What follows belongs to an exercise in optimizing a design on an open flow for small area; a production flow would make more cautious choices. The RTL was checked by simulation tests, not by an equivalence proof against the original design.

==> 02-03 <==
==> flow/design.v <==
package activation_pkg;
    localparam int unsigned DATA_WIDTH  = 8;
    localparam int unsigned MATRIX_SIZE = 196;
    localparam logic [1:0] FUNC_RELU    = 2'b00;
    localparam logic [1:0] FUNC_SIGMOID = 2'b01;
    localparam logic [1:0] FUNC_TANH    = 2'b10;
    localparam logic [1:0] FUNC_SOFTMAX = 2'b11;
    typedef enum logic [1:0] {
        ST_IDLE  = 2'd0,
        ST_FILL  = 2'd1,
        ST_ISSUE = 2'd2
    } packer_state_t;
endpackage
module packer_fsm #(
    parameter int unsigned SLOTS     = 196,
    parameter int unsigned CNT_WIDTH = 8
) (
    input  logic                 clk,
    input  logic                 rst,
    input  logic                 cfg_valid,
    input  logic [31:0]          cfg_size,
    input  logic                 s_valid,
    input  logic                 s_last,
    output logic                 cfg_ready,
    output logic                 s_ready,
    output logic                 cfg_take,
    output logic                 wr_en,
    output logic [CNT_WIDTH-1:0] count,
    output logic                 valid_out,
    output logic                 busy,
    output logic                 err_len,
    output logic                 err_cfg
);
    activation_pkg::packer_state_t state;
    activation_pkg::packer_state_t state_next;
    logic [CNT_WIDTH-1:0] size_q;
    logic                 cfg_ok;
    logic                 cfg_hs;
    logic                 s_hs;
    logic                 at_end;
    assign cfg_ok = (cfg_size != 32'd0) && (cfg_size <= 32'(SLOTS));
    assign cfg_hs = cfg_valid && cfg_ready;
    assign s_hs   = s_valid && s_ready;
    assign at_end = (count == size_q - CNT_WIDTH'(1));
    always_ff @(posedge clk or posedge rst) begin
        if (rst) state <= activation_pkg::ST_IDLE;
        else     state <= state_next;
    end
    always_comb begin
        state_next = state;
        case (state)
            activation_pkg::ST_IDLE:  if (cfg_hs && cfg_ok) state_next = activation_pkg::ST_FILL;
            activation_pkg::ST_FILL:  if (s_hs && (at_end || s_last)) state_next = activation_pkg::ST_ISSUE;
            activation_pkg::ST_ISSUE: state_next = activation_pkg::ST_IDLE;
            default:  state_next = activation_pkg::ST_IDLE;
        endcase
    end
    always_comb begin
        cfg_ready = 1'b0;
        s_ready   = 1'b0;
        valid_out = 1'b0;
        busy      = 1'b0;
        case (state)
            activation_pkg::ST_IDLE:  cfg_ready = !rst;
            activation_pkg::ST_FILL:  begin s_ready = !rst; busy = 1'b1; end
            activation_pkg::ST_ISSUE: begin valid_out = 1'b1; busy = 1'b1; end
            default:  busy = 1'b0;
        endcase
    end
    assign cfg_take = cfg_hs && cfg_ok;
    assign wr_en    = s_hs;
    always_ff @(posedge clk or posedge rst) begin
        if (rst) begin
            count   <= '0;
            size_q  <= '0;
            err_len <= 1'b0;
            err_cfg <= 1'b0;
        end else begin
            if (cfg_take) begin
                count  <= '0;
                size_q <= CNT_WIDTH'(cfg_size);
            end else if (s_hs) begin
                count <= count + CNT_WIDTH'(1);
            end
            if (cfg_hs && !cfg_ok)              err_cfg <= 1'b1;
            if (s_hs && (s_last != at_end))     err_len <= 1'b1;
        end
    end
endmodule
module activation_stream_packer #(
    parameter int unsigned DATA_WIDTH  = activation_pkg::DATA_WIDTH,
    parameter int unsigned MATRIX_SIZE = activation_pkg::MATRIX_SIZE,
    parameter int unsigned CNT_WIDTH   = 8
) (
    input  logic                                clk,
    input  logic                                rst,
    input  logic                                cfg_valid,
    output logic                                cfg_ready,
    input  logic [31:0]                         cfg_size,
    input  logic [1:0]                          cfg_func,
    input  logic                                s_valid,
    output logic                                s_ready,
    input  logic [DATA_WIDTH-1:0]               s_data,
    input  logic                                s_last,
    output logic [MATRIX_SIZE*DATA_WIDTH-1:0]   matrix_out,
    output logic [31:0]                         matrix_size_out,
    output logic [1:0]                          func_sel_out,
    output logic                                valid_out,
    output logic                                busy,
    output logic                                err_len,
    output logic                                err_cfg
);
    logic                 cfg_take;
    logic                 wr_en;
    logic [CNT_WIDTH-1:0] count;
    packer_fsm #(
        .SLOTS     (MATRIX_SIZE),
        .CNT_WIDTH (CNT_WIDTH)
    ) u_fsm (
        .clk       (clk),
        .rst       (rst),
        .cfg_valid (cfg_valid),
        .cfg_size  (cfg_size),
        .s_valid   (s_valid),
        .s_last    (s_last),
        .cfg_ready (cfg_ready),
        .s_ready   (s_ready),
        .cfg_take  (cfg_take),
        .wr_en     (wr_en),
        .count     (count),
        .valid_out (valid_out),
        .busy      (busy),
        .err_len   (err_len),
        .err_cfg   (err_cfg)
    );
    always_ff @(posedge clk or posedge rst) begin
        if (rst) begin
            matrix_out      <= '0;
            matrix_size_out <= '0;
            func_sel_out    <= '0;
        end else if (cfg_take) begin
            matrix_out      <= '0;
            matrix_size_out <= cfg_size;
            func_sel_out    <= cfg_func;
        end else if (wr_en) begin
            for (int unsigned i = 0; i < MATRIX_SIZE; i++) begin
                if (count == CNT_WIDTH'(i)) matrix_out[DATA_WIDTH*i +: DATA_WIDTH] <= s_data;
            end
        end
    end
endmodule
==> flow/run.sh <==
#!/bin/bash
# synth_recipe.tcl (not shown) runs the flow's synth.tcl, then flattens the netlist and writes it again
# the make line also repeats each setting of config.mk as NAME=value (left out here)
make -C /OpenROAD-flow-scripts/flow DESIGN_CONFIG=/design/flow/config.mk WORK_HOME=/design/flow/orfs CLKGATE_MAP_FILE= SYNTH_SCRIPT=/design/flow/synth_recipe.tcl finish
==> flow/config.mk <==
export PLATFORM = sky130hd
export DESIGN_NAME = activation_stream_packer
export DESIGN_NICKNAME = activation_stream_packer
export VERILOG_FILES = /design/flow/design.v
export SDC_FILE = /design/flow/constraint.sdc
export NUM_CORES = 4
export LEC_CHECK = 0
export CAP_MARGIN = 20
export CORE_AREA = 10 10 570 570
export DIE_AREA = 0 0 580 580
export SLEW_MARGIN = 20
==> flow/constraint.sdc <==
create_clock -name core_clock -period 5.0 [get_ports {clk}]
set_input_delay 1.0000 -clock core_clock [delete_from_list [all_inputs] [get_ports {clk}]]
set_output_delay 1.0000 -clock core_clock [all_outputs]
set_load 0.01 [all_outputs]
==> inputs of 10-16, as changes to 02-03 <==
==> flow/design.v (replaced) <==
package activation_pkg;
    localparam int unsigned DATA_WIDTH  = 8;
    localparam int unsigned MATRIX_SIZE = 196;
    localparam logic [1:0] FUNC_RELU    = 2'b00;
    localparam logic [1:0] FUNC_SIGMOID = 2'b01;
    localparam logic [1:0] FUNC_TANH    = 2'b10;
    localparam logic [1:0] FUNC_SOFTMAX = 2'b11;
    typedef enum logic [1:0] {
        ST_IDLE  = 2'd0,
        ST_FILL  = 2'd1,
        ST_ISSUE = 2'd2
    } packer_state_t;
endpackage
module packer_fsm #(
    parameter int unsigned SLOTS     = 196,
    parameter int unsigned CNT_WIDTH = 8
) (
    input  logic                 clk,
    input  logic                 rst,
    input  logic                 cfg_valid,
    input  logic [31:0]          cfg_size,
    input  logic [1:0]           cfg_func,
    input  logic                 s_valid,
    input  logic                 s_last,
    output logic                 cfg_ready,
    output logic                 s_ready,
    output logic                 clr,        
    output logic                 wr_en,      
    output logic [CNT_WIDTH-1:0] count,
    output logic [CNT_WIDTH-1:0] size_q,
    output logic [1:0]           func_q,
    output logic                 valid_out,
    output logic                 busy,
    output logic                 err_len,
    output logic                 err_cfg
);
    logic st_fill;
    logic st_issue;
    logic idle;
    logic cfg_ok;
    logic cfg_hs;
    logic take;
    logic at_end;
    logic fin;
    logic [CNT_WIDTH-1:0] count_inc;
    assign idle      = !(st_fill || st_issue);
    assign cfg_ok    = (cfg_size[31:CNT_WIDTH] == '0) && (cfg_size[CNT_WIDTH-1:0] != '0) &&
                       (cfg_size[CNT_WIDTH-1:0] <= CNT_WIDTH'(SLOTS));
    assign cfg_hs    = cfg_valid && idle;
    assign take      = cfg_hs && cfg_ok;
    assign wr_en     = s_valid && st_fill;
    assign count_inc = count + CNT_WIDTH'(1);
    assign at_end    = (count_inc == size_q);
    assign fin       = wr_en && (at_end || s_last);
    assign clr       = rst || take;
    assign cfg_ready = idle;
    assign s_ready   = st_fill;
    assign valid_out = st_issue;
    assign busy      = !idle;
    always_ff @(posedge clk) begin
        if (rst) begin
            st_fill  <= 1'b0;
            st_issue <= 1'b0;
            size_q   <= '0;
            func_q   <= '0;
            err_len  <= 1'b0;
            err_cfg  <= 1'b0;
        end else begin
            st_fill  <= take || (st_fill && !fin);
            st_issue <= fin;
            if (take) begin
                size_q <= cfg_size[CNT_WIDTH-1:0];
                func_q <= cfg_func;
            end
            if (cfg_hs && !cfg_ok)             err_cfg <= 1'b1;
            if (wr_en && (s_last != at_end))   err_len <= 1'b1;
        end
    end
    always_ff @(posedge clk) begin
        if (!st_fill)   count <= '0;
        else if (s_valid) count <= count_inc;
    end
endmodule
module activation_stream_packer #(
    parameter int unsigned DATA_WIDTH  = activation_pkg::DATA_WIDTH,
    parameter int unsigned MATRIX_SIZE = activation_pkg::MATRIX_SIZE,
    parameter int unsigned CNT_WIDTH   = 8
) (
    input  logic                                clk,
    input  logic                                rst,
    input  logic                                cfg_valid,
    output logic                                cfg_ready,
    input  logic [31:0]                         cfg_size,
    input  logic [1:0]                          cfg_func,
    input  logic                                s_valid,
    output logic                                s_ready,
    input  logic [DATA_WIDTH-1:0]               s_data,
    input  logic                                s_last,
    output logic [MATRIX_SIZE*DATA_WIDTH-1:0]   matrix_out,
    output logic [31:0]                         matrix_size_out,
    output logic [1:0]                          func_sel_out,
    output logic                                valid_out,
    output logic                                busy,
    output logic                                err_len,
    output logic                                err_cfg
);
    logic                  clr;
    logic                  wr_en;
    logic [CNT_WIDTH-1:0]  count;
    logic [CNT_WIDTH-1:0]  size_q;
    logic                  keep;
    logic [DATA_WIDTH-1:0] din;
    logic [MATRIX_SIZE-1:0] sel;
    logic [MATRIX_SIZE*DATA_WIDTH-1:0] m_next;
    packer_fsm #(
        .SLOTS     (MATRIX_SIZE),
        .CNT_WIDTH (CNT_WIDTH)
    ) u_fsm (
        .clk       (clk),
        .rst       (rst),
        .cfg_valid (cfg_valid),
        .cfg_size  (cfg_size),
        .cfg_func  (cfg_func),
        .s_valid   (s_valid),
        .s_last    (s_last),
        .cfg_ready (cfg_ready),
        .s_ready   (s_ready),
        .clr       (clr),
        .wr_en     (wr_en),
        .count     (count),
        .size_q    (size_q),
        .func_q    (func_sel_out),
        .valid_out (valid_out),
        .busy      (busy),
        .err_len   (err_len),
        .err_cfg   (err_cfg)
    );
    assign matrix_size_out = {{(32-CNT_WIDTH){1'b0}}, size_q};
    assign keep = !clr;
    assign din  = rst ? '0 : s_data;
    always_comb begin
        for (int unsigned i = 0; i < MATRIX_SIZE; i++)
            sel[i] = wr_en && (count == CNT_WIDTH'(i));
    end
    always_comb begin
        for (int unsigned i = 0; i < MATRIX_SIZE; i++)
            for (int unsigned j = 0; j < DATA_WIDTH; j++)
                m_next[DATA_WIDTH*i+j] = (matrix_out[DATA_WIDTH*i+j] && keep) || (sel[i] && din[j]);
    end
    always_ff @(posedge clk) matrix_out <= m_next;
endmodule
==> flow/flow/run.sh (new file) <==
#!/bin/bash
# Standard layout, with the port buffers made of the smallest buffer cell and clock tree
# synthesis without dummy loads. Each tool's full output stays in orfs/logs; make's own
# output goes to flow_make.log.
set -euo pipefail
cd "$(dirname "$0")/.."
bash standard.sh \
  BUFFER_PORTS_ARGS="-buffer_cell sky130_fd_sc_hd__buf_1" \
  CTS_ARGS="-sink_clustering_enable -repair_clock_nets -dont_use_dummy_load -buf_list sky130_fd_sc_hd__clkbuf_8" \
  finish > flow_make.log 2>&1
==> flow/standard.sh (new file) <==
#!/bin/bash
# synth_recipe.tcl (not shown) runs the flow's synth.tcl, then flattens the netlist and writes it again
# the make line also repeats each setting of config.mk as NAME=value (left out here)
make -C /OpenROAD-flow-scripts/flow DESIGN_CONFIG=/design/flow/config.mk WORK_HOME=/design/flow/orfs CLKGATE_MAP_FILE= SYNTH_SCRIPT=/design/flow/synth_recipe.tcl "${@:-finish}"
--- a/flow/config.mk
+++ b/flow/config.mk
@@ -6,6 +6,7 @@
 export NUM_CORES = 4
 export LEC_CHECK = 0
 export CAP_MARGIN = 20
-export CORE_AREA = 10 10 570 570
-export DIE_AREA = 0 0 580 580
+export CORE_AREA = 5 5 295 295
+export CTS_BUF_LIST = sky130_fd_sc_hd__clkbuf_8
+export DIE_AREA = 0 0 300 300
 export SLEW_MARGIN = 20
removed: flow/run.sh
==> results.txt <==
10-16 ended with an error in I/O pin placement (3_2_place_iop). 02-03 completed with no timing, DRC or antenna violations. Against 10-16, the synthesized cell count of 02-03 is higher by about 90%. In 10-16 the synthesized area is lower than in 02-03, by about 27%.

## what the ideal ports hide
The flow's constraints put no driver on any port. The routed layout listed below was extracted and timed again, unchanged, in two steps. Step 1, drivers: a clkbuf_16 drives clk and a buf_2 each remaining input, both assumed. Step 2 times the ports against the registers' clock, not the clock port: input delays grow and output delays shrink by t, the midpoint of the rising clock arrivals with the driver on. a / b / c = no drivers / after step 1 / after step 2; a / b = the first two.
run: 02-03
t, ns: 0.912
slack for setup (ns): 1.432 / 1.379 / 0.740
latest minus earliest clock arrival (ns): 0.085 / 0.085
After both steps 02-03 still meets setup and hold. For 02-03, drivers alone change the setup slack by -0.053 ns; drivers and shift together by -0.692 ns.
